This is an optimization exercise on Yosys and OpenROAD, whose aim is small area, not a production implementation. The RTL was checked by simulation tests, not by an equivalence proof against the original design. Power and IR drop assume default switching activity.

## srcCore
module srcCore (
    input  logic                            Clock,
    input  logic                            rstN,
    input  logic                            req,
    input  logic [srcPkg::InstrWidth-1:0]   instr,
    output logic                            ack,
    output logic [srcPkg::InstrWidth-1:0]   result,
    output logic [srcPkg::RegAddrWidth-1:0] resultReg,
    output logic                            wrote,
    output logic                            branchTaken,
    output logic                            illegal
);
Size in the first run: roughly 570 flip-flops, roughly 75 I/O pins, ~15,000 um^2 of cells after synthesis.
clock: 8.0 ns
lec_check: 0
abc_area: 0
cap_margin: 20
core_margin: 2
core_utilization: 60
cts_buf_list: sky130_fd_sc_hd__clkbuf_8
cts_cluster_diameter: 60
cts_cluster_size: 18
slew_margin: 20
synth_hierarchical: 1
synth_minimum_keep_size: 0
standard.sh (not shown) runs the stock make flow with config.mk's settings and CLKGATE_MAP_FILE= SYNTH_SCRIPT=/design/flow/synth_recipe.tcl, a recipe that flattens the netlist after the stock synthesis.
==> flow/flow/run.sh <==
#!/bin/bash
# Standard layout, with buf_1 as the port buffer cell and no dummy clock loads.
set -e
export BUFFER_PORTS_ARGS="-buffer_cell sky130_fd_sc_hd__buf_1"
export CTS_ARGS="-sink_clustering_enable -repair_clock_nets -sink_clustering_size 18 -sink_clustering_max_diameter 60 -buf_list sky130_fd_sc_hd__clkbuf_8 -dont_use_dummy_load"
bash standard.sh > standard.log 2>&1
Then changed:
==> flow/flow/run.sh (replaced) <==
#!/bin/bash
# Standard layout, with buf_1 as the port buffer cell and no dummy clock loads.
set -e
export BUFFER_PORTS_ARGS="-buffer_cell sky130_fd_sc_hd__buf_1"
export CTS_ARGS="-sink_clustering_enable -repair_clock_nets -sink_clustering_size 16 -sink_clustering_max_diameter 60 -buf_list sky130_fd_sc_hd__clkbuf_8 -dont_use_dummy_load"
bash standard.sh > standard.log 2>&1
CTS_CLUSTER_SIZE = 16   (was 18)
GPL_TIMING_DRIVEN = 0   (was not set)
Critical path depth does not change; routed wire length decreases by 5.9%; synthesized area is unchanged; setup slack is worse by 0.46 ns; utilization increases by 0.34 points.
Then changed:
==> flow/flow/run.sh (replaced) <==
#!/bin/bash
# Standard layout, with buf_1 as the port buffer cell and no dummy clock loads.
set -e
export BUFFER_PORTS_ARGS="-buffer_cell sky130_fd_sc_hd__buf_1"
export CTS_ARGS="-sink_clustering_enable -repair_clock_nets -sink_clustering_size 22 -sink_clustering_max_diameter 60 -buf_list sky130_fd_sc_hd__clkbuf_8 -dont_use_dummy_load"
bash standard.sh > standard.log 2>&1
CTS_CLUSTER_SIZE = 18   (was 16)
GPL_TIMING_DRIVEN = not set   (was 0)
Outcome: First-iteration DRC count went up by 15%; fmax went up by 6.8%; die area stays the same; wire length went up by 6.0%.
Then changed:
==> flow/flow/run.sh (replaced) <==
#!/bin/bash
# Standard layout, with buf_1 as the port buffer cell and no dummy clock loads.
set -e
export BUFFER_PORTS_ARGS="-buffer_cell sky130_fd_sc_hd__buf_1"
export CTS_ARGS="-sink_clustering_enable -repair_clock_nets -sink_clustering_size 16 -sink_clustering_max_diameter 60 -buf_list sky130_fd_sc_hd__clkbuf_8 -dont_use_dummy_load"
bash standard.sh > standard.log 2>&1
CTS_CLUSTER_SIZE = 16   (was 18)
What happened:
- global-route usage climbs by 0.11 points
- design area came out higher slightly
- register-to-register slack gets better by 0.05 ns
- sequential share of layout area drops by 0.49 points
- core utilization climbs by 0.44 points
- non-clock buffer count is unchanged
- clock-buffer cell count rose by 8
- combinational power stays flat
- clock power increases by roughly a tenth
- setup slack gets better by 0.0036 ns
- fmax barely changes
Then changed:
==> flow/flow/run.sh (replaced) <==
#!/bin/bash
# Standard layout, with buf_1 as the port buffer cell.
set -e
export BUFFER_PORTS_ARGS="-buffer_cell sky130_fd_sc_hd__buf_1"
bash standard.sh > standard.log 2>&1
The changed run completed without violations.
Cell area rose by 0.71%.
Total power rose by 2.4%.
Final cell count rose by 0.90%.
Wire length barely changes.
Critical path depth does not change.
Utilization rose by 0.47 points.
Non-clock buffer count does not change.
First-iteration DRC count rose by 3.8%.
Worst hold slack improved by 0.042 ns.
Then changed:
==> flow/flow/run.sh (replaced) <==
#!/bin/bash
# Standard layout, with buf_1 as the port buffer cell and no dummy clock loads.
set -e
export BUFFER_PORTS_ARGS="-buffer_cell sky130_fd_sc_hd__buf_1"
export CTS_ARGS="-sink_clustering_enable -repair_clock_nets -sink_clustering_size 18 -sink_clustering_max_diameter 60 -buf_list sky130_fd_sc_hd__clkbuf_8 -dont_use_dummy_load"
bash standard.sh > standard.log 2>&1
Sequential share of layout area grows by 0.69 points.
Flip-flop and latch count stays the same.
Synthesized area does not change.
Design area shrinks by 0.96%.
Global-route usage stays flat.
Setup slack gets worse by 0.064 ns.
Clock-buffer cell count shrinks by 3.

[what the ideal ports hide]
The results above use ideal ports. As a check the final layouts listed here were re-extracted and re-timed, cells and wires unchanged.
Step 1, drivers: a clkbuf_16 drives Clock and a buf_2 each remaining input, both assumed.
Step 2, shift: input delay + t, output delay - t, t = (earliest + latest rising clock arrival at the registers) / 2. This alone moves slack from input paths to output paths.
a / b / c = no drivers / after step 1 / after step 2; a / b = the first two.
| run | t, ns | setup WS [ns] | worst setup path after step 2 |
|---|---|---|---|
| the first run | 0.549 | 0.988 / 0.996 / 0.447 | input to register |
| the second run | 0.584 | 0.533 / 0.551 / -0.032 | input to register |
| the third run | 0.557 | 1.008 / 1.016 / 0.458 | input to register |
| the fourth run | 0.590 | 1.011 / 1.020 / 0.430 | input to register |
| the fifth run | 0.617 | 1.052 / 1.061 / 0.443 | input to register |
| the sixth run | 0.549 | 0.988 / 0.996 / 0.447 | input to register |
Met with ideal ports but missed after step 2: setup timing in the second run. The setup slack of the fifth run, which loses most, moves by +0.009 ns with the drivers and by -0.609 ns with both steps.
